Context: an optimization exercise on an open-source flow, tuned for small area. The choices shown serve that exercise and are no tape-out recipe.
Function was checked by simulation only, so behaviour that the tests miss may differ from the original.
Power is estimated from default activity; no workload was simulated.

**flow/design.v**
```verilog
`timescale 1ns/1ns
module corr_mac
(
  input  logic [17:0] a,
  input  logic [17:0] b,
  input  logic [35:0] acc_in,
  output logic [35:0] sum
);
  logic [18:0] b_ext;
  logic [18:0] pp [9];
  logic [8:0]  ng;
  always_comb begin
    b_ext = {b, 1'b0};
    for (int i = 0; i < 9; i++) begin
      logic q0, q1, q2, one, two;
      q0    = b_ext[2*i];
      q1    = b_ext[2*i+1];
      q2    = b_ext[2*i+2];
      ng[i] = q2 & ~(q1 & q0);
      one   = q1 ^ q0;
      two   = (q2 & ~q1 & ~q0) | (~q2 & q1 & q0);
      for (int j = 0; j < 19; j++) begin
        pp[i][j] = ((one & ((j < 18) ? a[j] : a[17])) | (two & ((j > 0) ? a[j-1] : 1'b0))) ^ ng[i];
      end
    end
  end
  logic [411:0] w;
  assign w[0] = acc_in[14] ^ pp[0][14];
  assign w[1] = acc_in[14] & pp[0][14];
  assign w[2] = acc_in[15] ^ pp[0][15];
  assign w[3] = acc_in[15] & pp[0][15];
  assign w[4] = acc_in[16] ^ pp[0][16] ^ pp[1][14];
  assign w[5] = (acc_in[16] & pp[0][16]) | (acc_in[16] & pp[1][14]) | (pp[0][16] & pp[1][14]);
  assign w[6] = pp[2][12] ^ pp[3][10];
  assign w[7] = pp[2][12] & pp[3][10];
  assign w[8] = acc_in[17] ^ pp[0][17] ^ pp[1][15];
  assign w[9] = (acc_in[17] & pp[0][17]) | (acc_in[17] & pp[1][15]) | (pp[0][17] & pp[1][15]);
  assign w[10] = pp[2][13] ^ pp[3][11];
  assign w[11] = pp[2][13] & pp[3][11];
  assign w[12] = acc_in[18] ^ ~pp[0][18] ^ pp[1][16];
  assign w[13] = (acc_in[18] & ~pp[0][18]) | (acc_in[18] & pp[1][16]) | (~pp[0][18] & pp[1][16]);
  assign w[14] = pp[2][14] ^ pp[3][12];
  assign w[15] = pp[2][14] & pp[3][12];
  assign w[16] = acc_in[19] ^ pp[1][17] ^ pp[2][15];
  assign w[17] = (acc_in[19] & pp[1][17]) | (acc_in[19] & pp[2][15]) | (pp[1][17] & pp[2][15]);
  assign w[18] = acc_in[20] ^ ~pp[1][18];
  assign w[19] = acc_in[20] & ~pp[1][18];
  assign w[20] = acc_in[8] ^ pp[0][8];
  assign w[21] = acc_in[8] & pp[0][8];
  assign w[22] = acc_in[9] ^ pp[0][9];
  assign w[23] = acc_in[9] & pp[0][9];
  assign w[24] = acc_in[10] ^ pp[0][10] ^ pp[1][8];
  assign w[25] = (acc_in[10] & pp[0][10]) | (acc_in[10] & pp[1][8]) | (pp[0][10] & pp[1][8]);
  assign w[26] = pp[2][6] ^ pp[3][4];
  assign w[27] = pp[2][6] & pp[3][4];
  assign w[28] = acc_in[11] ^ pp[0][11] ^ pp[1][9];
  assign w[29] = (acc_in[11] & pp[0][11]) | (acc_in[11] & pp[1][9]) | (pp[0][11] & pp[1][9]);
  assign w[30] = pp[2][7] ^ pp[3][5];
  assign w[31] = pp[2][7] & pp[3][5];
  assign w[32] = acc_in[12] ^ pp[0][12] ^ pp[1][10];
  assign w[33] = (acc_in[12] & pp[0][12]) | (acc_in[12] & pp[1][10]) | (pp[0][12] & pp[1][10]);
  assign w[34] = pp[2][8] ^ pp[3][6] ^ pp[4][4];
  assign w[35] = (pp[2][8] & pp[3][6]) | (pp[2][8] & pp[4][4]) | (pp[3][6] & pp[4][4]);
  assign w[36] = pp[5][2] ^ pp[6][0];
  assign w[37] = pp[5][2] & pp[6][0];
  assign w[38] = acc_in[13] ^ pp[0][13] ^ pp[1][11];
  assign w[39] = (acc_in[13] & pp[0][13]) | (acc_in[13] & pp[1][11]) | (pp[0][13] & pp[1][11]);
  assign w[40] = pp[2][9] ^ pp[3][7] ^ pp[4][5];
  assign w[41] = (pp[2][9] & pp[3][7]) | (pp[2][9] & pp[4][5]) | (pp[3][7] & pp[4][5]);
  assign w[42] = pp[5][3] ^ pp[6][1];
  assign w[43] = pp[5][3] & pp[6][1];
  assign w[44] = w[0] ^ pp[1][12] ^ pp[2][10];
  assign w[45] = (w[0] & pp[1][12]) | (w[0] & pp[2][10]) | (pp[1][12] & pp[2][10]);
  assign w[46] = pp[3][8] ^ pp[4][6] ^ pp[5][4];
  assign w[47] = (pp[3][8] & pp[4][6]) | (pp[3][8] & pp[5][4]) | (pp[4][6] & pp[5][4]);
  assign w[48] = pp[6][2] ^ pp[7][0] ^ ng[7];
  assign w[49] = (pp[6][2] & pp[7][0]) | (pp[6][2] & ng[7]) | (pp[7][0] & ng[7]);
  assign w[50] = w[1] ^ w[2] ^ pp[1][13];
  assign w[51] = (w[1] & w[2]) | (w[1] & pp[1][13]) | (w[2] & pp[1][13]);
  assign w[52] = pp[2][11] ^ pp[3][9] ^ pp[4][7];
  assign w[53] = (pp[2][11] & pp[3][9]) | (pp[2][11] & pp[4][7]) | (pp[3][9] & pp[4][7]);
  assign w[54] = pp[5][5] ^ pp[6][3] ^ pp[7][1];
  assign w[55] = (pp[5][5] & pp[6][3]) | (pp[5][5] & pp[7][1]) | (pp[6][3] & pp[7][1]);
  assign w[56] = w[3] ^ w[4] ^ w[6];
  assign w[57] = (w[3] & w[4]) | (w[3] & w[6]) | (w[4] & w[6]);
  assign w[58] = pp[4][8] ^ pp[5][6] ^ pp[6][4];
  assign w[59] = (pp[4][8] & pp[5][6]) | (pp[4][8] & pp[6][4]) | (pp[5][6] & pp[6][4]);
  assign w[60] = pp[7][2] ^ pp[8][0] ^ ng[8];
  assign w[61] = (pp[7][2] & pp[8][0]) | (pp[7][2] & ng[8]) | (pp[8][0] & ng[8]);
  assign w[62] = w[5] ^ w[7] ^ w[8];
  assign w[63] = (w[5] & w[7]) | (w[5] & w[8]) | (w[7] & w[8]);
  assign w[64] = w[10] ^ pp[4][9] ^ pp[5][7];
  assign w[65] = (w[10] & pp[4][9]) | (w[10] & pp[5][7]) | (pp[4][9] & pp[5][7]);
  assign w[66] = pp[6][5] ^ pp[7][3] ^ pp[8][1];
  assign w[67] = (pp[6][5] & pp[7][3]) | (pp[6][5] & pp[8][1]) | (pp[7][3] & pp[8][1]);
  assign w[68] = w[9] ^ w[11] ^ w[12];
  assign w[69] = (w[9] & w[11]) | (w[9] & w[12]) | (w[11] & w[12]);
  assign w[70] = w[14] ^ pp[4][10] ^ pp[5][8];
  assign w[71] = (w[14] & pp[4][10]) | (w[14] & pp[5][8]) | (pp[4][10] & pp[5][8]);
  assign w[72] = pp[6][6] ^ pp[7][4] ^ pp[8][2];
  assign w[73] = (pp[6][6] & pp[7][4]) | (pp[6][6] & pp[8][2]) | (pp[7][4] & pp[8][2]);
  assign w[74] = w[13] ^ w[15] ^ w[16];
  assign w[75] = (w[13] & w[15]) | (w[13] & w[16]) | (w[15] & w[16]);
  assign w[76] = pp[3][13] ^ pp[4][11] ^ pp[5][9];
  assign w[77] = (pp[3][13] & pp[4][11]) | (pp[3][13] & pp[5][9]) | (pp[4][11] & pp[5][9]);
  assign w[78] = pp[6][7] ^ pp[7][5] ^ pp[8][3];
  assign w[79] = (pp[6][7] & pp[7][5]) | (pp[6][7] & pp[8][3]) | (pp[7][5] & pp[8][3]);
  assign w[80] = w[17] ^ w[18] ^ pp[2][16];
  assign w[81] = (w[17] & w[18]) | (w[17] & pp[2][16]) | (w[18] & pp[2][16]);
  assign w[82] = pp[3][14] ^ pp[4][12] ^ pp[5][10];
  assign w[83] = (pp[3][14] & pp[4][12]) | (pp[3][14] & pp[5][10]) | (pp[4][12] & pp[5][10]);
  assign w[84] = pp[6][8] ^ pp[7][6] ^ pp[8][4];
  assign w[85] = (pp[6][8] & pp[7][6]) | (pp[6][8] & pp[8][4]) | (pp[7][6] & pp[8][4]);
  assign w[86] = w[19] ^ acc_in[21] ^ pp[2][17];
  assign w[87] = (w[19] & acc_in[21]) | (w[19] & pp[2][17]) | (acc_in[21] & pp[2][17]);
  assign w[88] = pp[3][15] ^ pp[4][13] ^ pp[5][11];
  assign w[89] = (pp[3][15] & pp[4][13]) | (pp[3][15] & pp[5][11]) | (pp[4][13] & pp[5][11]);
  assign w[90] = pp[6][9] ^ pp[7][7] ^ pp[8][5];
  assign w[91] = (pp[6][9] & pp[7][7]) | (pp[6][9] & pp[8][5]) | (pp[7][7] & pp[8][5]);
  assign w[92] = acc_in[22] ^ ~pp[2][18] ^ pp[3][16];
  assign w[93] = (acc_in[22] & ~pp[2][18]) | (acc_in[22] & pp[3][16]) | (~pp[2][18] & pp[3][16]);
  assign w[94] = pp[4][14] ^ pp[5][12] ^ pp[6][10];
  assign w[95] = (pp[4][14] & pp[5][12]) | (pp[4][14] & pp[6][10]) | (pp[5][12] & pp[6][10]);
  assign w[96] = pp[7][8] ^ pp[8][6];
  assign w[97] = pp[7][8] & pp[8][6];
  assign w[98] = acc_in[23] ^ pp[3][17] ^ pp[4][15];
  assign w[99] = (acc_in[23] & pp[3][17]) | (acc_in[23] & pp[4][15]) | (pp[3][17] & pp[4][15]);
  assign w[100] = pp[5][13] ^ pp[6][11] ^ pp[7][9];
  assign w[101] = (pp[5][13] & pp[6][11]) | (pp[5][13] & pp[7][9]) | (pp[6][11] & pp[7][9]);
  assign w[102] = acc_in[24] ^ ~pp[3][18] ^ pp[4][16];
  assign w[103] = (acc_in[24] & ~pp[3][18]) | (acc_in[24] & pp[4][16]) | (~pp[3][18] & pp[4][16]);
  assign w[104] = pp[5][14] ^ pp[6][12];
  assign w[105] = pp[5][14] & pp[6][12];
  assign w[106] = acc_in[25] ^ pp[4][17] ^ pp[5][15];
  assign w[107] = (acc_in[25] & pp[4][17]) | (acc_in[25] & pp[5][15]) | (pp[4][17] & pp[5][15]);
  assign w[108] = acc_in[26] ^ ~pp[4][18];
  assign w[109] = acc_in[26] & ~pp[4][18];
  assign w[110] = acc_in[4] ^ pp[0][4];
  assign w[111] = acc_in[4] & pp[0][4];
  assign w[112] = acc_in[5] ^ pp[0][5];
  assign w[113] = acc_in[5] & pp[0][5];
  assign w[114] = acc_in[6] ^ pp[0][6] ^ pp[1][4];
  assign w[115] = (acc_in[6] & pp[0][6]) | (acc_in[6] & pp[1][4]) | (pp[0][6] & pp[1][4]);
  assign w[116] = pp[2][2] ^ pp[3][0];
  assign w[117] = pp[2][2] & pp[3][0];
  assign w[118] = acc_in[7] ^ pp[0][7] ^ pp[1][5];
  assign w[119] = (acc_in[7] & pp[0][7]) | (acc_in[7] & pp[1][5]) | (pp[0][7] & pp[1][5]);
  assign w[120] = pp[2][3] ^ pp[3][1];
  assign w[121] = pp[2][3] & pp[3][1];
  assign w[122] = w[20] ^ pp[1][6] ^ pp[2][4];
  assign w[123] = (w[20] & pp[1][6]) | (w[20] & pp[2][4]) | (pp[1][6] & pp[2][4]);
  assign w[124] = pp[3][2] ^ pp[4][0] ^ ng[4];
  assign w[125] = (pp[3][2] & pp[4][0]) | (pp[3][2] & ng[4]) | (pp[4][0] & ng[4]);
  assign w[126] = w[21] ^ w[22] ^ pp[1][7];
  assign w[127] = (w[21] & w[22]) | (w[21] & pp[1][7]) | (w[22] & pp[1][7]);
  assign w[128] = pp[2][5] ^ pp[3][3] ^ pp[4][1];
  assign w[129] = (pp[2][5] & pp[3][3]) | (pp[2][5] & pp[4][1]) | (pp[3][3] & pp[4][1]);
  assign w[130] = w[23] ^ w[24] ^ w[26];
  assign w[131] = (w[23] & w[24]) | (w[23] & w[26]) | (w[24] & w[26]);
  assign w[132] = pp[4][2] ^ pp[5][0] ^ ng[5];
  assign w[133] = (pp[4][2] & pp[5][0]) | (pp[4][2] & ng[5]) | (pp[5][0] & ng[5]);
  assign w[134] = w[25] ^ w[27] ^ w[28];
  assign w[135] = (w[25] & w[27]) | (w[25] & w[28]) | (w[27] & w[28]);
  assign w[136] = w[30] ^ pp[4][3] ^ pp[5][1];
  assign w[137] = (w[30] & pp[4][3]) | (w[30] & pp[5][1]) | (pp[4][3] & pp[5][1]);
  assign w[138] = w[29] ^ w[31] ^ w[32];
  assign w[139] = (w[29] & w[31]) | (w[29] & w[32]) | (w[31] & w[32]);
  assign w[140] = w[34] ^ w[36] ^ ng[6];
  assign w[141] = (w[34] & w[36]) | (w[34] & ng[6]) | (w[36] & ng[6]);
  assign w[142] = w[33] ^ w[35] ^ w[37];
  assign w[143] = (w[33] & w[35]) | (w[33] & w[37]) | (w[35] & w[37]);
  assign w[144] = w[38] ^ w[40] ^ w[42];
  assign w[145] = (w[38] & w[40]) | (w[38] & w[42]) | (w[40] & w[42]);
  assign w[146] = w[39] ^ w[41] ^ w[43];
  assign w[147] = (w[39] & w[41]) | (w[39] & w[43]) | (w[41] & w[43]);
  assign w[148] = w[44] ^ w[46] ^ w[48];
  assign w[149] = (w[44] & w[46]) | (w[44] & w[48]) | (w[46] & w[48]);
  assign w[150] = w[45] ^ w[47] ^ w[49];
  assign w[151] = (w[45] & w[47]) | (w[45] & w[49]) | (w[47] & w[49]);
  assign w[152] = w[50] ^ w[52] ^ w[54];
  assign w[153] = (w[50] & w[52]) | (w[50] & w[54]) | (w[52] & w[54]);
  assign w[154] = w[51] ^ w[53] ^ w[55];
  assign w[155] = (w[51] & w[53]) | (w[51] & w[55]) | (w[53] & w[55]);
  assign w[156] = w[56] ^ w[58] ^ w[60];
  assign w[157] = (w[56] & w[58]) | (w[56] & w[60]) | (w[58] & w[60]);
  assign w[158] = w[57] ^ w[59] ^ w[61];
  assign w[159] = (w[57] & w[59]) | (w[57] & w[61]) | (w[59] & w[61]);
  assign w[160] = w[62] ^ w[64] ^ w[66];
  assign w[161] = (w[62] & w[64]) | (w[62] & w[66]) | (w[64] & w[66]);
  assign w[162] = w[63] ^ w[65] ^ w[67];
  assign w[163] = (w[63] & w[65]) | (w[63] & w[67]) | (w[65] & w[67]);
  assign w[164] = w[68] ^ w[70] ^ w[72];
  assign w[165] = (w[68] & w[70]) | (w[68] & w[72]) | (w[70] & w[72]);
  assign w[166] = w[69] ^ w[71] ^ w[73];
  assign w[167] = (w[69] & w[71]) | (w[69] & w[73]) | (w[71] & w[73]);
  assign w[168] = w[74] ^ w[76] ^ w[78];
  assign w[169] = (w[74] & w[76]) | (w[74] & w[78]) | (w[76] & w[78]);
  assign w[170] = w[75] ^ w[77] ^ w[79];
  assign w[171] = (w[75] & w[77]) | (w[75] & w[79]) | (w[77] & w[79]);
  assign w[172] = w[80] ^ w[82] ^ w[84];
  assign w[173] = (w[80] & w[82]) | (w[80] & w[84]) | (w[82] & w[84]);
  assign w[174] = w[81] ^ w[83] ^ w[85];
  assign w[175] = (w[81] & w[83]) | (w[81] & w[85]) | (w[83] & w[85]);
  assign w[176] = w[86] ^ w[88] ^ w[90];
  assign w[177] = (w[86] & w[88]) | (w[86] & w[90]) | (w[88] & w[90]);
  assign w[178] = w[87] ^ w[89] ^ w[91];
  assign w[179] = (w[87] & w[89]) | (w[87] & w[91]) | (w[89] & w[91]);
  assign w[180] = w[92] ^ w[94] ^ w[96];
  assign w[181] = (w[92] & w[94]) | (w[92] & w[96]) | (w[94] & w[96]);
  assign w[182] = w[93] ^ w[95] ^ w[97];
  assign w[183] = (w[93] & w[95]) | (w[93] & w[97]) | (w[95] & w[97]);
  assign w[184] = w[98] ^ w[100] ^ pp[8][7];
  assign w[185] = (w[98] & w[100]) | (w[98] & pp[8][7]) | (w[100] & pp[8][7]);
  assign w[186] = w[99] ^ w[101] ^ w[102];
  assign w[187] = (w[99] & w[101]) | (w[99] & w[102]) | (w[101] & w[102]);
  assign w[188] = w[104] ^ pp[7][10] ^ pp[8][8];
  assign w[189] = (w[104] & pp[7][10]) | (w[104] & pp[8][8]) | (pp[7][10] & pp[8][8]);
  assign w[190] = w[103] ^ w[105] ^ w[106];
  assign w[191] = (w[103] & w[105]) | (w[103] & w[106]) | (w[105] & w[106]);
  assign w[192] = pp[6][13] ^ pp[7][11] ^ pp[8][9];
  assign w[193] = (pp[6][13] & pp[7][11]) | (pp[6][13] & pp[8][9]) | (pp[7][11] & pp[8][9]);
  assign w[194] = w[107] ^ w[108] ^ pp[5][16];
  assign w[195] = (w[107] & w[108]) | (w[107] & pp[5][16]) | (w[108] & pp[5][16]);
  assign w[196] = pp[6][14] ^ pp[7][12] ^ pp[8][10];
  assign w[197] = (pp[6][14] & pp[7][12]) | (pp[6][14] & pp[8][10]) | (pp[7][12] & pp[8][10]);
  assign w[198] = w[109] ^ acc_in[27] ^ pp[5][17];
  assign w[199] = (w[109] & acc_in[27]) | (w[109] & pp[5][17]) | (acc_in[27] & pp[5][17]);
  assign w[200] = pp[6][15] ^ pp[7][13] ^ pp[8][11];
  assign w[201] = (pp[6][15] & pp[7][13]) | (pp[6][15] & pp[8][11]) | (pp[7][13] & pp[8][11]);
  assign w[202] = acc_in[28] ^ ~pp[5][18] ^ pp[6][16];
  assign w[203] = (acc_in[28] & ~pp[5][18]) | (acc_in[28] & pp[6][16]) | (~pp[5][18] & pp[6][16]);
  assign w[204] = pp[7][14] ^ pp[8][12];
  assign w[205] = pp[7][14] & pp[8][12];
  assign w[206] = acc_in[29] ^ pp[6][17] ^ pp[7][15];
  assign w[207] = (acc_in[29] & pp[6][17]) | (acc_in[29] & pp[7][15]) | (pp[6][17] & pp[7][15]);
  assign w[208] = acc_in[30] ^ ~pp[6][18];
  assign w[209] = acc_in[30] & ~pp[6][18];
  assign w[210] = acc_in[2] ^ pp[0][2];
  assign w[211] = acc_in[2] & pp[0][2];
  assign w[212] = acc_in[3] ^ pp[0][3];
  assign w[213] = acc_in[3] & pp[0][3];
  assign w[214] = w[110] ^ pp[1][2] ^ pp[2][0];
  assign w[215] = (w[110] & pp[1][2]) | (w[110] & pp[2][0]) | (pp[1][2] & pp[2][0]);
  assign w[216] = w[111] ^ w[112] ^ pp[1][3];
  assign w[217] = (w[111] & w[112]) | (w[111] & pp[1][3]) | (w[112] & pp[1][3]);
  assign w[218] = w[113] ^ w[114] ^ w[116];
  assign w[219] = (w[113] & w[114]) | (w[113] & w[116]) | (w[114] & w[116]);
  assign w[220] = w[115] ^ w[117] ^ w[118];
  assign w[221] = (w[115] & w[117]) | (w[115] & w[118]) | (w[117] & w[118]);
  assign w[222] = w[119] ^ w[121] ^ w[122];
  assign w[223] = (w[119] & w[121]) | (w[119] & w[122]) | (w[121] & w[122]);
  assign w[224] = w[123] ^ w[125] ^ w[126];
  assign w[225] = (w[123] & w[125]) | (w[123] & w[126]) | (w[125] & w[126]);
  assign w[226] = w[127] ^ w[129] ^ w[130];
  assign w[227] = (w[127] & w[129]) | (w[127] & w[130]) | (w[129] & w[130]);
  assign w[228] = w[131] ^ w[133] ^ w[134];
  assign w[229] = (w[131] & w[133]) | (w[131] & w[134]) | (w[133] & w[134]);
  assign w[230] = w[135] ^ w[137] ^ w[138];
  assign w[231] = (w[135] & w[137]) | (w[135] & w[138]) | (w[137] & w[138]);
  assign w[232] = w[139] ^ w[141] ^ w[142];
  assign w[233] = (w[139] & w[141]) | (w[139] & w[142]) | (w[141] & w[142]);
  assign w[234] = w[143] ^ w[145] ^ w[146];
  assign w[235] = (w[143] & w[145]) | (w[143] & w[146]) | (w[145] & w[146]);
  assign w[236] = w[147] ^ w[149] ^ w[150];
  assign w[237] = (w[147] & w[149]) | (w[147] & w[150]) | (w[149] & w[150]);
  assign w[238] = w[151] ^ w[153] ^ w[154];
  assign w[239] = (w[151] & w[153]) | (w[151] & w[154]) | (w[153] & w[154]);
  assign w[240] = w[155] ^ w[157] ^ w[158];
  assign w[241] = (w[155] & w[157]) | (w[155] & w[158]) | (w[157] & w[158]);
  assign w[242] = w[159] ^ w[161] ^ w[162];
  assign w[243] = (w[159] & w[161]) | (w[159] & w[162]) | (w[161] & w[162]);
  assign w[244] = w[163] ^ w[165] ^ w[166];
  assign w[245] = (w[163] & w[165]) | (w[163] & w[166]) | (w[165] & w[166]);
  assign w[246] = w[167] ^ w[169] ^ w[170];
  assign w[247] = (w[167] & w[169]) | (w[167] & w[170]) | (w[169] & w[170]);
  assign w[248] = w[171] ^ w[173] ^ w[174];
  assign w[249] = (w[171] & w[173]) | (w[171] & w[174]) | (w[173] & w[174]);
  assign w[250] = w[175] ^ w[177] ^ w[178];
  assign w[251] = (w[175] & w[177]) | (w[175] & w[178]) | (w[177] & w[178]);
  assign w[252] = w[179] ^ w[181] ^ w[182];
  assign w[253] = (w[179] & w[181]) | (w[179] & w[182]) | (w[181] & w[182]);
  assign w[254] = w[183] ^ w[185] ^ w[186];
  assign w[255] = (w[183] & w[185]) | (w[183] & w[186]) | (w[185] & w[186]);
  assign w[256] = w[187] ^ w[189] ^ w[190];
  assign w[257] = (w[187] & w[189]) | (w[187] & w[190]) | (w[189] & w[190]);
  assign w[258] = w[191] ^ w[193] ^ w[194];
  assign w[259] = (w[191] & w[193]) | (w[191] & w[194]) | (w[193] & w[194]);
  assign w[260] = w[195] ^ w[197] ^ w[198];
  assign w[261] = (w[195] & w[197]) | (w[195] & w[198]) | (w[197] & w[198]);
  assign w[262] = w[199] ^ w[201] ^ w[202];
  assign w[263] = (w[199] & w[201]) | (w[199] & w[202]) | (w[201] & w[202]);
  assign w[264] = w[203] ^ w[205] ^ w[206];
  assign w[265] = (w[203] & w[205]) | (w[203] & w[206]) | (w[205] & w[206]);
  assign w[266] = w[207] ^ w[208] ^ pp[7][16];
  assign w[267] = (w[207] & w[208]) | (w[207] & pp[7][16]) | (w[208] & pp[7][16]);
  assign w[268] = w[209] ^ acc_in[31] ^ pp[7][17];
  assign w[269] = (w[209] & acc_in[31]) | (w[209] & pp[7][17]) | (acc_in[31] & pp[7][17]);
  assign w[270] = acc_in[32] ^ ~pp[7][18];
  assign w[271] = acc_in[32] & ~pp[7][18];
  assign w[272] = acc_in[0] ^ pp[0][0];
  assign w[273] = acc_in[0] & pp[0][0];
  assign w[274] = acc_in[1] ^ pp[0][1];
  assign w[275] = acc_in[1] & pp[0][1];
  assign w[276] = w[210] ^ pp[1][0] ^ ng[1];
  assign w[277] = (w[210] & pp[1][0]) | (w[210] & ng[1]) | (pp[1][0] & ng[1]);
  assign w[278] = w[211] ^ w[212] ^ pp[1][1];
  assign w[279] = (w[211] & w[212]) | (w[211] & pp[1][1]) | (w[212] & pp[1][1]);
  assign w[280] = w[213] ^ w[214] ^ ng[2];
  assign w[281] = (w[213] & w[214]) | (w[213] & ng[2]) | (w[214] & ng[2]);
  assign w[282] = w[215] ^ w[216] ^ pp[2][1];
  assign w[283] = (w[215] & w[216]) | (w[215] & pp[2][1]) | (w[216] & pp[2][1]);
  assign w[284] = w[217] ^ w[218] ^ ng[3];
  assign w[285] = (w[217] & w[218]) | (w[217] & ng[3]) | (w[218] & ng[3]);
  assign w[286] = w[219] ^ w[220] ^ w[120];
  assign w[287] = (w[219] & w[220]) | (w[219] & w[120]) | (w[220] & w[120]);
  assign w[288] = w[221] ^ w[222] ^ w[124];
  assign w[289] = (w[221] & w[222]) | (w[221] & w[124]) | (w[222] & w[124]);
  assign w[290] = w[223] ^ w[224] ^ w[128];
  assign w[291] = (w[223] & w[224]) | (w[223] & w[128]) | (w[224] & w[128]);
  assign w[292] = w[225] ^ w[226] ^ w[132];
  assign w[293] = (w[225] & w[226]) | (w[225] & w[132]) | (w[226] & w[132]);
  assign w[294] = w[227] ^ w[228] ^ w[136];
  assign w[295] = (w[227] & w[228]) | (w[227] & w[136]) | (w[228] & w[136]);
  assign w[296] = w[229] ^ w[230] ^ w[140];
  assign w[297] = (w[229] & w[230]) | (w[229] & w[140]) | (w[230] & w[140]);
  assign w[298] = w[231] ^ w[232] ^ w[144];
  assign w[299] = (w[231] & w[232]) | (w[231] & w[144]) | (w[232] & w[144]);
  assign w[300] = w[233] ^ w[234] ^ w[148];
  assign w[301] = (w[233] & w[234]) | (w[233] & w[148]) | (w[234] & w[148]);
  assign w[302] = w[235] ^ w[236] ^ w[152];
  assign w[303] = (w[235] & w[236]) | (w[235] & w[152]) | (w[236] & w[152]);
  assign w[304] = w[237] ^ w[238] ^ w[156];
  assign w[305] = (w[237] & w[238]) | (w[237] & w[156]) | (w[238] & w[156]);
  assign w[306] = w[239] ^ w[240] ^ w[160];
  assign w[307] = (w[239] & w[240]) | (w[239] & w[160]) | (w[240] & w[160]);
  assign w[308] = w[241] ^ w[242] ^ w[164];
  assign w[309] = (w[241] & w[242]) | (w[241] & w[164]) | (w[242] & w[164]);
  assign w[310] = w[243] ^ w[244] ^ w[168];
  assign w[311] = (w[243] & w[244]) | (w[243] & w[168]) | (w[244] & w[168]);
  assign w[312] = w[245] ^ w[246] ^ w[172];
  assign w[313] = (w[245] & w[246]) | (w[245] & w[172]) | (w[246] & w[172]);
  assign w[314] = w[247] ^ w[248] ^ w[176];
  assign w[315] = (w[247] & w[248]) | (w[247] & w[176]) | (w[248] & w[176]);
  assign w[316] = w[249] ^ w[250] ^ w[180];
  assign w[317] = (w[249] & w[250]) | (w[249] & w[180]) | (w[250] & w[180]);
  assign w[318] = w[251] ^ w[252] ^ w[184];
  assign w[319] = (w[251] & w[252]) | (w[251] & w[184]) | (w[252] & w[184]);
  assign w[320] = w[253] ^ w[254] ^ w[188];
  assign w[321] = (w[253] & w[254]) | (w[253] & w[188]) | (w[254] & w[188]);
  assign w[322] = w[255] ^ w[256] ^ w[192];
  assign w[323] = (w[255] & w[256]) | (w[255] & w[192]) | (w[256] & w[192]);
  assign w[324] = w[257] ^ w[258] ^ w[196];
  assign w[325] = (w[257] & w[258]) | (w[257] & w[196]) | (w[258] & w[196]);
  assign w[326] = w[259] ^ w[260] ^ w[200];
  assign w[327] = (w[259] & w[260]) | (w[259] & w[200]) | (w[260] & w[200]);
  assign w[328] = w[261] ^ w[262] ^ w[204];
  assign w[329] = (w[261] & w[262]) | (w[261] & w[204]) | (w[262] & w[204]);
  assign w[330] = w[263] ^ w[264] ^ pp[8][13];
  assign w[331] = (w[263] & w[264]) | (w[263] & pp[8][13]) | (w[264] & pp[8][13]);
  assign w[332] = w[265] ^ w[266] ^ pp[8][14];
  assign w[333] = (w[265] & w[266]) | (w[265] & pp[8][14]) | (w[266] & pp[8][14]);
  assign w[334] = w[267] ^ w[268] ^ pp[8][15];
  assign w[335] = (w[267] & w[268]) | (w[267] & pp[8][15]) | (w[268] & pp[8][15]);
  assign w[336] = w[269] ^ w[270] ^ pp[8][16];
  assign w[337] = (w[269] & w[270]) | (w[269] & pp[8][16]) | (w[270] & pp[8][16]);
  assign w[338] = w[271] ^ acc_in[33] ^ pp[8][17];
  assign w[339] = (w[271] & acc_in[33]) | (w[271] & pp[8][17]) | (acc_in[33] & pp[8][17]);
  assign w[340] = acc_in[34] ^ ~pp[8][18];
  assign w[341] = acc_in[34] & ~pp[8][18];
  assign w[342] = w[272] ^ ng[0];
  assign w[343] = w[272] & ng[0];
  assign w[344] = w[273] ^ w[274] ^ w[343];
  assign w[345] = (w[273] & w[274]) | (w[273] & w[343]) | (w[274] & w[343]);
  assign w[346] = w[275] ^ w[276] ^ w[345];
  assign w[347] = (w[275] & w[276]) | (w[275] & w[345]) | (w[276] & w[345]);
  assign w[348] = w[277] ^ w[278] ^ w[347];
  assign w[349] = (w[277] & w[278]) | (w[277] & w[347]) | (w[278] & w[347]);
  assign w[350] = w[279] ^ w[280] ^ w[349];
  assign w[351] = (w[279] & w[280]) | (w[279] & w[349]) | (w[280] & w[349]);
  assign w[352] = w[281] ^ w[282] ^ w[351];
  assign w[353] = (w[281] & w[282]) | (w[281] & w[351]) | (w[282] & w[351]);
  assign w[354] = w[283] ^ w[284] ^ w[353];
  assign w[355] = (w[283] & w[284]) | (w[283] & w[353]) | (w[284] & w[353]);
  assign w[356] = w[285] ^ w[286] ^ w[355];
  assign w[357] = (w[285] & w[286]) | (w[285] & w[355]) | (w[286] & w[355]);
  assign w[358] = w[287] ^ w[288] ^ w[357];
  assign w[359] = (w[287] & w[288]) | (w[287] & w[357]) | (w[288] & w[357]);
  assign w[360] = w[289] ^ w[290] ^ w[359];
  assign w[361] = (w[289] & w[290]) | (w[289] & w[359]) | (w[290] & w[359]);
  assign w[362] = w[291] ^ w[292] ^ w[361];
  assign w[363] = (w[291] & w[292]) | (w[291] & w[361]) | (w[292] & w[361]);
  assign w[364] = w[293] ^ w[294] ^ w[363];
  assign w[365] = (w[293] & w[294]) | (w[293] & w[363]) | (w[294] & w[363]);
  assign w[366] = w[295] ^ w[296] ^ w[365];
  assign w[367] = (w[295] & w[296]) | (w[295] & w[365]) | (w[296] & w[365]);
  assign w[368] = w[297] ^ w[298] ^ w[367];
  assign w[369] = (w[297] & w[298]) | (w[297] & w[367]) | (w[298] & w[367]);
  assign w[370] = w[299] ^ w[300] ^ w[369];
  assign w[371] = (w[299] & w[300]) | (w[299] & w[369]) | (w[300] & w[369]);
  assign w[372] = w[301] ^ w[302] ^ w[371];
  assign w[373] = (w[301] & w[302]) | (w[301] & w[371]) | (w[302] & w[371]);
  assign w[374] = w[303] ^ w[304] ^ w[373];
  assign w[375] = (w[303] & w[304]) | (w[303] & w[373]) | (w[304] & w[373]);
  assign w[376] = w[305] ^ w[306] ^ w[375];
  assign w[377] = (w[305] & w[306]) | (w[305] & w[375]) | (w[306] & w[375]);
  assign w[378] = w[307] ^ w[308] ^ w[377];
  assign w[379] = (w[307] & w[308]) | (w[307] & w[377]) | (w[308] & w[377]);
  assign w[380] = w[309] ^ w[310] ^ w[379];
  assign w[381] = (w[309] & w[310]) | (w[309] & w[379]) | (w[310] & w[379]);
  assign w[382] = w[311] ^ w[312] ^ w[381];
  assign w[383] = (w[311] & w[312]) | (w[311] & w[381]) | (w[312] & w[381]);
  assign w[384] = w[313] ^ w[314] ^ w[383];
  assign w[385] = (w[313] & w[314]) | (w[313] & w[383]) | (w[314] & w[383]);
  assign w[386] = w[315] ^ w[316] ^ w[385];
  assign w[387] = (w[315] & w[316]) | (w[315] & w[385]) | (w[316] & w[385]);
  assign w[388] = w[317] ^ w[318] ^ w[387];
  assign w[389] = (w[317] & w[318]) | (w[317] & w[387]) | (w[318] & w[387]);
  assign w[390] = w[319] ^ w[320] ^ w[389];
  assign w[391] = (w[319] & w[320]) | (w[319] & w[389]) | (w[320] & w[389]);
  assign w[392] = w[321] ^ w[322] ^ w[391];
  assign w[393] = (w[321] & w[322]) | (w[321] & w[391]) | (w[322] & w[391]);
  assign w[394] = w[323] ^ w[324] ^ w[393];
  assign w[395] = (w[323] & w[324]) | (w[323] & w[393]) | (w[324] & w[393]);
  assign w[396] = w[325] ^ w[326] ^ w[395];
  assign w[397] = (w[325] & w[326]) | (w[325] & w[395]) | (w[326] & w[395]);
  assign w[398] = w[327] ^ w[328] ^ w[397];
  assign w[399] = (w[327] & w[328]) | (w[327] & w[397]) | (w[328] & w[397]);
  assign w[400] = w[329] ^ w[330] ^ w[399];
  assign w[401] = (w[329] & w[330]) | (w[329] & w[399]) | (w[330] & w[399]);
  assign w[402] = w[331] ^ w[332] ^ w[401];
  assign w[403] = (w[331] & w[332]) | (w[331] & w[401]) | (w[332] & w[401]);
  assign w[404] = w[333] ^ w[334] ^ w[403];
  assign w[405] = (w[333] & w[334]) | (w[333] & w[403]) | (w[334] & w[403]);
  assign w[406] = w[335] ^ w[336] ^ w[405];
  assign w[407] = (w[335] & w[336]) | (w[335] & w[405]) | (w[336] & w[405]);
  assign w[408] = w[337] ^ w[338] ^ w[407];
  assign w[409] = (w[337] & w[338]) | (w[337] & w[407]) | (w[338] & w[407]);
  assign w[410] = w[339] ^ w[340] ^ w[409];
  assign w[411] = (w[339] & w[340]) | (w[339] & w[409]) | (w[340] & w[409]);
  assign sum = {(w[341] ^ acc_in[35] ^ w[411]), w[410], w[408], w[406], w[404], w[402], w[400], w[398], w[396], w[394], w[392], w[390], w[388], w[386], w[384], w[382], w[380], w[378], w[376], w[374], w[372], w[370], w[368], w[366], w[364], w[362], w[360], w[358], w[356], w[354], w[352], w[350], w[348], w[346], w[344], w[342]};
endmodule
`timescale 1ns/1ns
module correlator_top
(
  input  logic                 clk_in,
  input  logic                 i_rst,
  input  logic                 i_pdm_valid,
  input  logic [3-1:0] i_pdm_bits,
  output logic                 o_acc_valid,
  output logic [(((3 * (3 - 1) / 2) > 1) ? $clog2((3 * (3 - 1) / 2)) : 1)-1:0]              o_acc_bl,
  output logic [((8 > 1) ? $clog2(8) : 1)-1:0]             o_acc_lag,
  output logic signed [48-1:0]                 o_acc_data,
  output logic                 o_acc_last
);
  function automatic logic [19:0] hrom0(input logic [3:0] r);
    case (r)
      4'd0: hrom0 = 20'd3876;
      4'd1: hrom0 = 20'd3060;
      4'd2: hrom0 = 20'd2380;
      4'd3: hrom0 = 20'd1820;
      4'd4: hrom0 = 20'd1365;
      4'd5: hrom0 = 20'd1001;
      4'd6: hrom0 = 20'd715;
      4'd7: hrom0 = 20'd495;
      4'd8: hrom0 = 20'd330;
      4'd9: hrom0 = 20'd210;
      4'd10: hrom0 = 20'd126;
      4'd11: hrom0 = 20'd70;
      4'd12: hrom0 = 20'd35;
      4'd13: hrom0 = 20'd15;
      4'd14: hrom0 = 20'd5;
      4'd15: hrom0 = 20'd4840;
      default: hrom0 = '0;
    endcase
  endfunction
  function automatic logic [19:0] hrom1(input logic [3:0] r);
    case (r)
      4'd0: hrom1 = 20'd32980;
      4'd1: hrom1 = 20'd31076;
      4'd2: hrom1 = 20'd29020;
      4'd3: hrom1 = 20'd26860;
      4'd4: hrom1 = 20'd24640;
      4'd5: hrom1 = 20'd22400;
      4'd6: hrom1 = 20'd20176;
      4'd7: hrom1 = 20'd18000;
      4'd8: hrom1 = 20'd15900;
      4'd9: hrom1 = 20'd13900;
      4'd10: hrom1 = 20'd12020;
      4'd11: hrom1 = 20'd10276;
      4'd12: hrom1 = 20'd8680;
      4'd13: hrom1 = 20'd7240;
      4'd14: hrom1 = 20'd5960;
      4'd15: hrom1 = 20'd34690;
      default: hrom1 = '0;
    endcase
  endfunction
  function automatic logic [19:0] hrom2(input logic [3:0] r);
    case (r)
      4'd0: hrom2 = 20'd26860;
      4'd1: hrom2 = 20'd29020;
      4'd2: hrom2 = 20'd31076;
      4'd3: hrom2 = 20'd32980;
      4'd4: hrom2 = 20'd34690;
      4'd5: hrom2 = 20'd36170;
      4'd6: hrom2 = 20'd37390;
      4'd7: hrom2 = 20'd38326;
      4'd8: hrom2 = 20'd38960;
      4'd9: hrom2 = 20'd39280;
      4'd10: hrom2 = 20'd39280;
      4'd11: hrom2 = 20'd38960;
      4'd12: hrom2 = 20'd38326;
      4'd13: hrom2 = 20'd37390;
      4'd14: hrom2 = 20'd36170;
      4'd15: hrom2 = 20'd24640;
      default: hrom2 = '0;
    endcase
  endfunction
  function automatic logic [17:0] hrom3(input logic [3:0] r);
    case (r)
      4'd0: hrom3 = 18'd1820;
      4'd1: hrom3 = 18'd2380;
      4'd2: hrom3 = 18'd3060;
      4'd3: hrom3 = 18'd3876;
      4'd4: hrom3 = 18'd4840;
      4'd5: hrom3 = 18'd5960;
      4'd6: hrom3 = 18'd7240;
      4'd7: hrom3 = 18'd8680;
      4'd8: hrom3 = 18'd10276;
      4'd9: hrom3 = 18'd12020;
      4'd10: hrom3 = 18'd13900;
      4'd11: hrom3 = 18'd15900;
      4'd12: hrom3 = 18'd18000;
      4'd13: hrom3 = 18'd20176;
      4'd14: hrom3 = 18'd22400;
      4'd15: hrom3 = 18'd1365;
      default: hrom3 = '0;
    endcase
  endfunction
  function automatic logic [11:0] hrom4(input logic [3:0] r);
    case (r)
      4'd0: hrom4 = 12'd0;
      4'd1: hrom4 = 12'd0;
      4'd2: hrom4 = 12'd0;
      4'd3: hrom4 = 12'd0;
      4'd4: hrom4 = 12'd1;
      4'd5: hrom4 = 12'd5;
      4'd6: hrom4 = 12'd15;
      4'd7: hrom4 = 12'd35;
      4'd8: hrom4 = 12'd70;
      4'd9: hrom4 = 12'd126;
      4'd10: hrom4 = 12'd210;
      4'd11: hrom4 = 12'd330;
      4'd12: hrom4 = 12'd495;
      4'd13: hrom4 = 12'd715;
      4'd14: hrom4 = 12'd1001;
      4'd15: hrom4 = 12'd0;
      default: hrom4 = '0;
    endcase
  endfunction
  logic [1:0]  phase;       
  logic [1:0]  pend;        
  logic [2:0]  bits_q;
  logic [3:0]  r_cnt;       
  logic [3:0]  r_proc;      
  logic [1:0]  s_cnt;       
  logic [19:0] a0 [3];
  logic [19:0] a1 [3];
  logic [19:0] a2 [3];
  logic [17:0] a3 [3];
  logic [11:0] a4 [3];
  logic        busy, b, last;
  logic [3:0]  r_sel;
  logic [19:0] n0, n1, n2;
  logic [17:0] n3;
  logic [11:0] n4;
  logic [20:0] y;
  logic [17:0] smp;
  assign busy  = i_pdm_valid || (pend != 2'd0);
  assign b     = i_pdm_valid ? i_pdm_bits[phase] : (busy & bits_q[phase]);
  assign r_sel = i_pdm_valid ? r_cnt : r_proc;
  assign last  = busy && (r_sel == 4'd15);
  function automatic logic [19:0] rca20(input logic [19:0] x, input logic [19:0] z);
    logic c;
    c = 1'b0;
    for (int i = 0; i < 20; i++) begin
      rca20[i] = x[i] ^ z[i] ^ c;
      c = (x[i] & z[i]) | (c & (x[i] ^ z[i]));
    end
  endfunction
  always_comb begin
    n0 = rca20(last ? a1[0] : a0[0], b ? hrom0(r_sel) : 20'd0);
    n1 = rca20(last ? a2[0] : a1[0], b ? hrom1(r_sel) : 20'd0);
    n2 = rca20(last ? 20'(a3[0]) : a2[0], b ? hrom2(r_sel) : 20'd0);
    n3 = 18'(rca20(20'(last ? 18'(a4[0]) : a3[0]), b ? 20'(hrom3(r_sel)) : 20'd0));
    n4 = 12'(rca20(20'(last ? 12'd0 : a4[0]), b ? 20'(hrom4(r_sel)) : 20'd0));
    y  = 21'(a0[0]) + 21'(b);
    smp = {y[20:19] - 2'd1, y[18:3]};
  end
  always_ff @(posedge clk_in) begin
    if (i_rst) begin
      phase  <= 2'd0;
      pend   <= 2'd0;
      r_cnt  <= 4'd0;
      s_cnt  <= 2'd0;
      for (int m = 0; m < 3; m++) begin
        a0[m] <= 20'd516536;
        a1[m] <= 20'd374552;
        a2[m] <= 20'd89768;
        a3[m] <= 18'd2184;
        a4[m] <= 12'd0;
      end
    end else begin
      phase <= (phase == 2'd2) ? 2'd0 : phase + 2'd1;
      a0[0] <= a0[1]; a0[1] <= a0[2]; a0[2] <= n0;
      a1[0] <= a1[1]; a1[1] <= a1[2]; a1[2] <= n1;
      a2[0] <= a2[1]; a2[1] <= a2[2]; a2[2] <= n2;
      a3[0] <= a3[1]; a3[1] <= a3[2]; a3[2] <= n3;
      a4[0] <= a4[1]; a4[1] <= a4[2]; a4[2] <= n4;
      if (i_pdm_valid) begin
        pend  <= 2'd2;
        r_cnt <= r_cnt + 4'd1;
        if (r_cnt == 4'd15) s_cnt <= s_cnt + 2'd1;
      end else if (pend != 2'd0) begin
        pend <= pend - 2'd1;
      end
    end
  end
  always_ff @(posedge clk_in) begin
    if (i_pdm_valid) begin
      bits_q <= i_pdm_bits;
      r_proc <= r_cnt;
    end
  end
  logic signed [17:0] h0 [5];
  logic signed [17:0] h1 [11];
  logic signed [17:0] h2 [12];
  logic        push0, push1, push2;
  assign push0 = last && (phase == 2'd0);
  assign push1 = last && (phase == 2'd1);
  assign push2 = last && (phase == 2'd2);
  always_ff @(posedge clk_in) begin
    if (push0) begin
      h0[0] <= smp;
      for (int k = 1; k < 5; k++) h0[k] <= h0[k-1];
    end
    if (push1) begin
      h1[0] <= smp;
      for (int k = 1; k < 11; k++) h1[k] <= h1[k-1];
    end
    if (push2) begin
      h2[0] <= smp;
      for (int k = 1; k < 12; k++) h2[k] <= h2[k-1];
    end
  end
  logic        act, run, vld;
  logic [1:0]  t;
  logic [2:0]  lag;
  logic [1:0]  bl;
  logic [1:0]  pc;           
  logic [1:0]  d0, d1, d2;   
  logic [35:0] acc;
  logic        start;
  assign start = i_pdm_valid && (r_cnt == 4'd15) && (s_cnt == 2'd3);
  assign run   = act || start;
  always_ff @(posedge clk_in) begin
    if (i_rst) begin
      act <= 1'b0;
      vld <= 1'b0;
      t   <= 2'd0;
      lag <= 3'd0;
      bl  <= 2'd0;
      pc  <= 2'd0;
    end else begin
      vld <= run && (t == 2'd3);
      if (start) begin
        act <= 1'b1;
        if (pc != 2'd3) pc <= pc + 2'd1;
      end
      if (run) begin
        t <= t + 2'd1;
        if (t == 2'd3) begin
          lag <= lag + 3'd1;
          if (lag == 3'd7) begin
            if (bl == 2'd2) begin
              bl  <= 2'd0;
              act <= 1'b0;
            end else begin
              bl <= bl + 2'd1;
            end
          end
        end
      end
    end
  end
  always_ff @(posedge clk_in) begin
    if (run) begin
      d0 <= d0 + 2'(push0);
      d1 <= d1 + 2'(push1);
      d2 <= d2 + 2'(push2);
    end else begin
      d0 <= 2'd0;
      d1 <= 2'd0;
      d2 <= 2'd0;
    end
  end
  logic [2:0] pos_a;
  logic [3:0] pos_b;
  logic signed [17:0] op_a, op_b;
  logic       neg;
  always_comb begin
    pos_a = 3'd2 - 3'(t) + ((bl == 2'd2) ? 3'(d1) : 3'(d0));
    pos_b = 4'd2 + 4'(lag) - 4'(t) + ((bl == 2'd0) ? 4'(d1) : 4'(d2));
    op_a  = (bl == 2'd2) ? h1[pos_a] : h0[pos_a];
    op_b  = (bl == 2'd0) ? h1[pos_b] : h2[pos_b];
    neg   = ((pc == 2'd1) && (3'(t) < lag)) || ((pc == 2'd2) && (3'(t) + 3'd4 < lag));
    if (neg) op_b = '0;
  end
  localparam logic [35:0] K4 = 36'd45813334016;
  logic [35:0] sum;
  corr_mac mac_i (
    .a      (op_a),
    .b      (op_b),
    .acc_in ((t == 2'd0) ? K4 : acc),
    .sum    (sum)
  );
  always_ff @(posedge clk_in) begin
    acc <= sum;
  end
  assign o_acc_valid = vld;
  assign o_acc_lag   = lag - 3'd1;
  assign o_acc_bl    = (lag != 3'd0) ? bl : ((bl == 2'd0) ? 2'd2 : bl - 2'd1);
  assign o_acc_last  = (lag == 3'd0) && (bl == 2'd0);
  assign o_acc_data  = {{(48-36){acc[35]}}, acc};
endmodule
```
**flow/run.sh**
```bash
#!/bin/bash
# synth_recipe.tcl (not shown) runs the flow's synth.tcl, then flattens the netlist and writes it again
# the make line also repeats each setting of config.mk as NAME=value (left out here)
make -C /OpenROAD-flow-scripts/flow DESIGN_CONFIG=/design/flow/config.mk WORK_HOME=/design/flow/orfs CLKGATE_MAP_FILE= SYNTH_SCRIPT=/design/flow/synth_recipe.tcl finish
```
**flow/config.mk**
```make
export PLATFORM = sky130hd
export DESIGN_NAME = correlator_top
export DESIGN_NICKNAME = correlator_top
export VERILOG_FILES = /design/flow/design.v
export SDC_FILE = /design/flow/constraint.sdc
export NUM_CORES = 4
export LEC_CHECK = 0
export CAP_MARGIN = 20
export CORE_MARGIN = 2
export CORE_UTILIZATION = 40
export SLEW_MARGIN = 20
```
**flow/constraint.sdc**
```tcl
create_clock -name core_clock -period 20.0 [get_ports {clk_in}]
set_input_delay 4.0000 -clock core_clock [delete_from_list [all_inputs] [get_ports {clk_in}]]
set_output_delay 4.0000 -clock core_clock [all_outputs]
set_load 0.01 [all_outputs]
```
==> results of run 1 <==
## kinds of logic (layout without fill, tap and decap cells)
kind of cell / Yosys count / count (layout) / synth area share [%]
AO/OA/AOI/OAI: 849 / 849 / 13.3
flip-flops: 844 / 844 / 48.8
adder cells (fa/ha/maj): 331 / 331 / 13.2
XOR/XNOR: 136 / 137 / 2.66
multiplexers: 207 / 207 / 5.00
buffers and inverters: 550 / 627 / 5.38
AND/OR/NAND/NOR: 1051 / 1051 / 11.7
## how the worst max path moves through the flow
stage | cells after the start | slack (ps) | endpoint | start
floorplan | 62 | 980 | acc[35]$_DFF_P_ | bl[0]$_SDFFE_PP0P_
global route | 58 | 70 | acc[35]$_DFF_P_ | bl[0]$_SDFFE_PP0P_
detailed placement | 56 | 440 | acc[35]$_DFF_P_ | bl[0]$_SDFFE_PP0P_
global placement | 58 | 670 | acc[35]$_DFF_P_ | bl[0]$_SDFFE_PP0P_
finish | 58 | 690 | acc[35]$_DFF_P_ | bl[0]$_SDFFE_PP0P_
CTS | 56 | 460 | acc[35]$_DFF_P_ | bl[0]$_SDFFE_PP0P_
## metrics by stage
step | hold WS, ps | worst slack [ps] | area [um2] | total power [mW]
2_1_floorplan | 389 | 978 | 45000 | 1.99
3_3_place_gp | 390 | 668 | 47300 | 2.02
3_5_place_dp | 392 | 438 | 47300 | 2.03
4_1_cts | 394 | 462 | 50300 | 3.72
5_1_grt | 406 | 67.7 | 50400 | 3.81
6_report | 388 | 686 | 50400 | 3.68
## what timing repair did
item / CTS / global route
resized for setup: 0 / 1
setup buffers: 0 / 1
endpoints found under the hold margin: 0 / 0
endpoints found under the setup margin: 0 / 1
## power breakdown
group,total (mW),switching (mW),internal (mW)
combinational,0.120,0.0719,0.0477
clock,1.69,0.728,0.965
sequential,1.87,0.0108,1.86
## registers in the layout (all words and copies together) (netlist names), 2 cells and up
| signal | count |
|---|---|
| h2 | 216 |
| h1 | 198 |
| h0 | 90 |
| a0 | 60 |
| a1 | 60 |
| a2 | 60 |
| a3 | 54 |
| a4 | 36 |
| acc | 36 |
| r_cnt | 4 |
| r_proc | 4 |
| bits_q | 3 |
| lag | 3 |
| bl | 2 |
| d0 | 2 |
| d1 | 2 |
| d2 | 2 |
| pc | 2 |
| pend | 2 |
| phase | 2 |
| s_cnt | 2 |
| t | 2 |
## worst max-delay path, delay by kind of cell (launching register included)
kind	cells	cell delay (ps)
XOR/XNOR	2	300
flip-flops	1	330
AO/OA/AOI/OAI	4	900
multiplexers	1	250
buffers and inverters	8	1200
AND/OR/NAND/NOR	5	1180
adder cells (fa/ha/maj)	38	14980
## routing by layer
| metal | vias to the layer above | track usage (%) |
|---|---|---|
| met1 | 15700 | 32.3 |
| met3 | 290 | 4.19 |
| met4 | 0 | 7.74 |
| met5 | - | 0 |
| li1 | 14100 | - |
| met2 | 1647 | 33.8 |
## final cells by class
class | count | area, um2 | share of cell area [%]
Clock inverter | 44 | 398 | 0.790
Clock buffer | 129 | 2630 | 5.21
Inverter | 250 | 938 | 1.86
Multi-Input combinational cell | 2575 | 20900 | 41.4
Sequential cell | 844 | 22000 | 43.6
Tap cell | 1500 | 1880 | 3.73
Timing Repair Buffer | 204 | 1710 | 3.39
## cells in the mapped netlist (all sizes together) (31+ instances only)
master and n:
edfxtp 507, dfxtp 337, nand2 310, inv 246, fa 237, nor2 201, clkbuf 188, o21ai 187
nor2b 177, mux2i 137, a22oi 130, a21oi 126, buf 112, ha 94, xnor2 90, or2 83
nand3 72, nand2b 67, mux2 64, o22ai 60, xor2 46, a221oi 33, and2 32, nor3 32
a211oi 31, a22o 31
## placed cells by master, fill, tap and decap left out, types with 132 or more instances in the layout
cell type / Yosys / final
edfxtp_1: 507 / 507
dfxtp_1: 337 / 337
nand2_1: 310 / 310
inv_1: 239 / 239
fa_1: 237 / 236
nor2_1: 199 / 196
o21ai_0: 179 / 178
nor2b_1: 177 / 176
buf_4: 23 / 140
mux2i_1: 134 / 132
==> flow_summary.json, run 1 <==
{
  "synthArstFlopShare_pct": 0,
  "h-tree-depth": 3,
  "rsz0062_at_grt": "false",
  "setup_viol": 0,
  "critPathRequiredTime_ps": 20560,
  "fin_crit_sh_pct": 96.6,
  "post-route-util_pct": 45.0,
  "irDropWorstVdd_uv": 66.8,
  "p_leak_nw": 18.9,
  "syn_area_um2": 45000,
  "path_clk_slew_ps": 60,
  "fin_nets": 4305,
  "antenna_found_initial": 1,
  "min-delay-start": "a0[1][17]$_SDFF_PP1_",
  "cpMostUsedCell": "fa_1",
  "crit_fanout": 37,
  "cts_inserted_buffers": 93,
  "synth_top_cell_area_share_pct": 33.8,
  "reg2reg_slack_ps": 690,
  "period_minus_slack_ps": 19310,
  "die_h_um": 339,
  "r2r-end": "acc[35]$_DFF_P_",
  "relSlewSlack_pct": 15.4,
  "clock_tree.root_cell": "clkbuf_16",
  "fin_cells": 5546,
  "core_area_um2": 112000,
  "fin_tns_setup_ps": 0,
  "yosys.area.top_type": "edfxtp_1",
  "grtUsageTotal_pct": 22.4,
  "fin_skew_ps": 33.5,
  "route.met2.wl_um": 56800,
  "tritoncts": "done",
  "cts_sinks": 844,
  "start_kind": "register",
  "cap_violations": 0,
  "ys_seq_area_share_pct": 48.8,
  "grt_max_degree": 198,
  "boundaryPins": 61,
  "dieArea_um2": 115000,
  "n_fill_cell": 10500,
  "tightest_slew_ps": 1240,
  "dr.max_layer_used": "met4",
  "area_delta_synth_final_pct": 12.0,
  "synthFlopType": "edfxtp_1",
  "reg2reg_depth": 58,
  "yosys_warnings": 11,
  "hold_class": "reg2reg",
  "routed-wl-met3_um": 12600,
  "clk_path_buf_depth": 3,
  "critical_path.slowest_cell": "nor3_1",
  "postSynthCellCount": 3968,
  "syn_avg_cell_area_um2": 11.3,
  "wl_met1_um": 56200,
  "synth_enable_flop_cells": 507,
  "io_buffers": 60,
  "critPathMaxStageDelay_ps": 620,
  "via_count": 31700,
  "power.density_nw_per_um2": 73.0,
  "dpl.hpwl_um": 91800,
  "fp-row-count": 123,
  "ys_seq_elements": 844,
  "outcome": "no timing/DRC/antenna violations",
  "initial_utilization_pct": 40.2,
  "path_class": "reg2reg",
  "drive_above_1_share_pct": 13.0,
  "grt_pass1_wl_um": 197000,
  "ys_top_cells_by_area": "edfxtp_1 (34%), dfxtp_1 (15%), fa_1 (11%)",
  "ant_nets": 0,
  "cts-hold-fix-buffers": 0,
  "syn_nets": 4305,
  "place_congestion": 0.996,
  "dp_cells": 5371,
  "grt_pass1_vias": 30700,
  "ys_types": 101,
  "crit_path_end_kind": "register",
  "insertion_delay_ps": 680,
  "drtIter0Drc": 3984,
  "fmax_mhz": 51.8,
  "dr.pass1.iters": 6,
  "overflow": 0,
  "hold_viol": 0,
  "wl_per_cell_um": 23.6,
  "whs_path_depth": 1,
  "arrival_ps": 19870,
  "timing.rr.start": "bl[0]$_SDFFE_PP0P_",
  "wl_um": 131000,
  "die_x_um": 339,
  "drc": 0,
  "finalMaxSlewViolations": 0,
  "worst_hold_path.endpoint": "a0[0][17]$_SDFF_PP1_",
  "antenna_cells": 0,
  "routed_via_density": 5.72
}
==> run 2: changes to the inputs <==
--- a/flow/design.v
+++ b/flow/design.v
@@ -589,8 +589,19 @@
   endfunction
+  logic [2:0]  fresh;
+  logic        fr;
+  logic [19:0] s0, s1, s2;
+  logic [17:0] s3;
+  logic [11:0] s4;
+  assign fr = fresh[phase];
   always_comb begin
-    n0 = rca20(last ? a1[0] : a0[0], b ? hrom0(r_sel) : 20'd0);
-    n1 = rca20(last ? a2[0] : a1[0], b ? hrom1(r_sel) : 20'd0);
-    n2 = rca20(last ? 20'(a3[0]) : a2[0], b ? hrom2(r_sel) : 20'd0);
-    n3 = 18'(rca20(20'(last ? 18'(a4[0]) : a3[0]), b ? 20'(hrom3(r_sel)) : 20'd0));
-    n4 = 12'(rca20(20'(last ? 12'd0 : a4[0]), b ? 20'(hrom4(r_sel)) : 20'd0));
+    s0 = fr ? 20'd516536 : (last ? a1[0] : a0[0]);
+    s1 = fr ? 20'd374552 : (last ? a2[0] : a1[0]);
+    s2 = fr ? 20'd89768  : (last ? 20'(a3[0]) : a2[0]);
+    s3 = fr ? 18'd2184   : (last ? 18'(a4[0]) : a3[0]);
+    s4 = (fr || last) ? 12'd0 : a4[0];
+    n0 = rca20(s0, b ? hrom0(r_sel) : 20'd0);
+    n1 = rca20(s1, b ? hrom1(r_sel) : 20'd0);
+    n2 = rca20(s2, b ? hrom2(r_sel) : 20'd0);
+    n3 = 18'(rca20(20'(s3), b ? 20'(hrom3(r_sel)) : 20'd0));
+    n4 = 12'(rca20(20'(s4), b ? 20'(hrom4(r_sel)) : 20'd0));
     y  = 21'(a0[0]) + 21'(b);
@@ -604,16 +615,6 @@
       s_cnt  <= 2'd0;
-      for (int m = 0; m < 3; m++) begin
-        a0[m] <= 20'd516536;
-        a1[m] <= 20'd374552;
-        a2[m] <= 20'd89768;
-        a3[m] <= 18'd2184;
-        a4[m] <= 12'd0;
-      end
+      fresh  <= 3'b111;
     end else begin
       phase <= (phase == 2'd2) ? 2'd0 : phase + 2'd1;
-      a0[0] <= a0[1]; a0[1] <= a0[2]; a0[2] <= n0;
-      a1[0] <= a1[1]; a1[1] <= a1[2]; a1[2] <= n1;
-      a2[0] <= a2[1]; a2[1] <= a2[2]; a2[2] <= n2;
-      a3[0] <= a3[1]; a3[1] <= a3[2]; a3[2] <= n3;
-      a4[0] <= a4[1]; a4[1] <= a4[2]; a4[2] <= n4;
+      if (busy) fresh[phase] <= 1'b0;
       if (i_pdm_valid) begin
@@ -627,2 +628,9 @@
   end
+  always_ff @(posedge clk_in) begin
+    a0[0] <= a0[1]; a0[1] <= a0[2]; a0[2] <= n0;
+    a1[0] <= a1[1]; a1[1] <= a1[2]; a1[2] <= n1;
+    a2[0] <= a2[1]; a2[1] <= a2[2]; a2[2] <= n2;
+    a3[0] <= a3[1]; a3[1] <= a3[2]; a3[2] <= n3;
+    a4[0] <= a4[1]; a4[1] <= a4[2]; a4[2] <= n4;
+  end
   always_ff @(posedge clk_in) begin
--- a/flow/config.mk
+++ b/flow/config.mk
@@ -9,3 +9,5 @@
 export CORE_MARGIN = 2
-export CORE_UTILIZATION = 40
+export CORE_UTILIZATION = 55
+export CTS_BUF_LIST = sky130_fd_sc_hd__clkbuf_4
+export CTS_CLUSTER_SIZE = 20
 export SLEW_MARGIN = 20
==> flow_summary.json, run 2 <==
{
  "synth-simple-area-share_pct": 10.1,
  "tightest_slew_ps": 1120,
  "drtIter0Drc": 3409,
  "critPathMaxStageDelay_ps": 1040,
  "reg2reg_slack_ps": 720,
  "syn_area_um2": 43500,
  "ys_top_cells_by_area": "edfxtp_1 (35%), dfxtp_1 (16%), fa_1 (11%)",
  "boundaryPins": 61,
  "initial_utilization_pct": 55.3,
  "ys_seq_elements": 847,
  "die_x_um": 285,
  "finalMaxSlewViolations": 0,
  "yosys-top-cells-count": "edfxtp_1 (507), nand2_1 (408), dfxtp_1 (340), inv_1 (287), fa_1 (237)",
  "ys_types": 110,
  "synth_compound_area_share_pct": 12.9,
  "syn_nets": 4084,
  "power.density_nw_per_um2": 78.4,
  "muxShareOfSynthArea_pct": 3.60,
  "grt_pass1_vias": 31400,
  "crit_start": "bl[0]$_SDFFE_PP0P_",
  "dieArea_um2": 81300,
  "via_count": 31200,
  "min-delay-start": "a4[1][2]$_DFF_P_",
  "ant_nets": 0,
  "antenna_found_initial": 7,
  "die_h_um": 285,
  "final_cell_mix": "edfxtp_1 (507), nand2_1 (408), dfxtp_1 (340)",
  "reg_top3": "h2: 216 flops, h1: 198 flops, h0: 90 flops",
  "irDropWorstVdd_uv": 82.6,
  "dpl.hpwl_um": 91000,
  "relSlewSlack_pct": 25.3,
  "synth.most_common_cell": "edfxtp_1",
  "p_clk_share_pct": 39.5,
  "routed_via_density": 6.09,
  "hold_class": "reg2reg",
  "yosys_warnings": 11,
  "clk_path_buf_depth": 3,
  "grt_pass1_wl_um": 199000,
  "r2r-end": "acc[35]$_DFF_P_",
  "postSynthCellCount": 3746,
  "critPathRequiredTime_ps": 20990,
  "mostFrequentLayoutCell": "edfxtp_1",
  "start_kind": "register",
  "crit_buf_inv": 8,
  "synth_top_family_by_area": "adder cells",
  "yosys.area.top_type": "edfxtp_1",
  "fmax_mhz": 51.9,
  "critical_path.slowest_cell": "fa_4",
  "combPwrFrac_pct": 6.6,
  "hold_viol": 0,
  "wl_um": 132000,
  "outcome": "no timing/DRC/antenna violations",
  "dr.pass1.iters": 7,
  "insertion_delay_ps": 1170,
  "grt_use_met3_pct": 7.83,
  "core_area_um2": 78600,
  "fin_area_um2": 48200,
  "fin_nets": 4235,
  "cts_sinks": 847,
  "drive_above_1_share_pct": 16.1,
  "place_congestion": 0.921,
  "grt_most_used_layer": "met2",
  "rsz0062_at_grt": "false",
  "top_register": "h2",
  "syn_avg_cell_area_um2": 11.6,
  "seqPwrFrac_pct": 53.9,
  "fin_skew_ps": 95.5,
  "area_delta_synth_final_pct": 10.8,
  "synth_enable_flop_cells": 507,
  "synth_xor_area_share_pct": 3.28,
  "largest_reg_flops": 216,
  "cap_violations": 0,
  "synth_top_cell_area_share_pct": 35.0,
  "period_minus_slack_ps": 19280,
  "crit_family": "adder cells",
  "cts-hold-fix-buffers": 0,
  "grt_max_degree": 90,
  "setup_viol": 0,
  "setup.worst_path.end": "acc[35]$_DFF_P_",
  "cpMostUsedCell": "fa_1",
  "netSwitchingPower_uw": 965,
  "internal_power_mw": 2.82,
  "n_fill_cell": 6529,
  "crit_fanout": 32,
  "synthAdderAreaFrac_pct": 13.6,
  "clock_tree.root_cell": "clkbuf_4",
  "path_clk_slew_ps": 70,
  "arrival_ps": 20270,
  "grtUsageTotal_pct": 32.6,
  "cts_inserted_buffers": 216,
  "drc": 0,
  "fin_tns_setup_ps": 0,
  "reg2reg_depth": 58,
  "fp-row-count": 103,
  "place_area_um2": 45400,
  "overflow": 0,
  "io_buffers": 60,
  "gr-usage-met1_pct": 44.8,
  "tritoncts": "done",
  "cp.depth": 58,
  "h-tree-depth": 4,
  "crit_path_end_kind": "register",
  "wl_per_cell_um": 25.7,
  "p_leak_nw": 18.8,
  "timing.rr.start": "bl[0]$_SDFFE_PP0P_",
  "fin_crit_sh_pct": 96.4,
  "synthArstFlopShare_pct": 0,
  "path_class": "reg2reg",
  "ys_seq_area_share_pct": 50.7,
  "synthFlopType": "edfxtp_1",
  "p_sw_share_pct": 25.5,
  "grt_use_met2_pct": 50.7
}
-- run 2: cell count changes in the layout (fill, tap and decap cells not counted), moves of 31 or more --
cell       before  now
o21ai_0       178  147
inv_1         239  287
clkbuf_16      96    0
or2_2          82    8
clkinv_1       14   47
nor2_1        196  134
mux2i_1       132   80
nor2b_1       176   46
nand2b_1       66   25
nand2_1       310  408
clkbuf_4        0  317
nand3_1        72  103
mux2_2         63   27
-- run 2: layout make-up --
type	count	area, um2	area share [%]
Multi-Input combinational cell	2333	19200	39.9
Sequential cell	847	22000	45.7
Inverter	298	1120	2.33
Timing Repair Buffer	201	1740	3.62
Antenna cell	4	10.0	0.0208
Clock buffer	317	2380	4.94
Tap cell	1050	1310	2.73
Clock inverter	67	387	0.802
-- run 2: cells by family (layout without fill, tap and decap cells) --
group	Yosys count	count (layout)
muxes	131	131
AOI/OAI and AO/OA	783	783
xor gates and xnor gates	161	161
and+or+nand+nor	926	926
other	0	4
buffers and inverters	566	883
adders and majority gates	332	332
DFF	847	847
-- run 2: worst min-delay path by stage --
stage	end	slack (ps)	cells past startpoint
5_1_grt	a4[0][0]$_DFF_P_	280	0
3_3_place_gp	a2[1][7]$_DFF_P_	310	0
6_report	a4[0][2]$_DFF_P_	280	0
3_5_place_dp	a2[0][11]$_DFF_P_	310	0
4_1_cts	a3[1][1]$_DFF_P_	280	0
2_1_floorplan	a0[0][0]$_DFF_P_	310	0
-- run 2: worst register-to-register path: cells and delay by family, from the launching register on --
| kind | cells | cell delay [ps] |
|---|---|---|
| AND/OR/NAND/NOR | 5 | 1420 |
| flip-flops | 1 | 370 |
| AO/OA/AOI/OAI | 3 | 480 |
| adder cells (fa/ha/maj) | 38 | 15220 |
| buffers and inverters | 8 | 910 |
| multiplexers | 2 | 530 |
| XOR/XNOR | 2 | 280 |
-- run 2: timing repair --
item,CTS,global route
setup buffers,0,1
setup endpoints to repair,0,1
gates resized for setup,0,1
-- run 2: power by group through the flow --
stage | Clock (mW) | Sequential (mW) | Combinational (mW)
finish | 1.49 | 2.04 | 0.249
global route | 1.63 | 2.05 | 0.286
CTS | 1.53 | 2.04 | 0.252
detailed placement | 0 | 2.08 | 0.250
global placement | 0 | 2.07 | 0.242
floorplan | 0 | 2.05 | 0.170
-- run 2: layer usage --
metal  routed length (um)  share of wire [%]
met1                53800                 41
met5                    0                  0
met3                12500                9.5
met4                 4310                3.3
met2                61000                 46
-- run 2: stage by stage --
| step | hold WS (ps) | total power [mW] | worst slack, ps | std cells | util (%) |
|---|---|---|---|---|---|
| after CTS | 284 | 3.82 | 505 | 5111 | 61.2 |
| final | 275 | 3.78 | 721 | 5117 | 61.3 |
| after global routing | 281 | 3.96 | 68.0 | 5117 | 61.3 |
| after floorplan | 310 | 2.22 | 1520 | 3746 | - |
| after global placement | 310 | 2.31 | 777 | 4727 | 57.7 |
| after detailed placement | 312 | 2.33 | 447 | 4727 | 57.7 |

[static timing again, ports no longer ideal]
How much do the figures lean on ideal ports? The routed layouts below were timed once more, with nothing changed but the port constraints. Step 1, drivers: a clkbuf_16 drives clk_in and a buf_2 each remaining input, both assumed. Step 2 adds t to the input delays and takes it off the output delays; t is the mean of the earliest and latest rising clock arrival at the registers after step 1. Input paths then give back, and output paths get back, about the clock's delay inside the block. Three values: no drivers, after step 1, after step 2; two values: the first two.
| run | shift t [ns] | slack for setup (ns) | hold WS [ns] | worst data-port slew with drivers (ns) | pins driven straight from the clock port |
|---|---|---|---|---|---|
| run 1 | 0.742 | 0.686 / 0.686 / 0.686 | 0.388 / 0.388 / 0.388 | 0.03 | 1 |
| run 2 | 1.187 | 0.721 / 0.721 / 0.721 | 0.275 / 0.275 / 0.275 | 0.03 | 1 |
After both steps setup and hold are still met in every run listed.
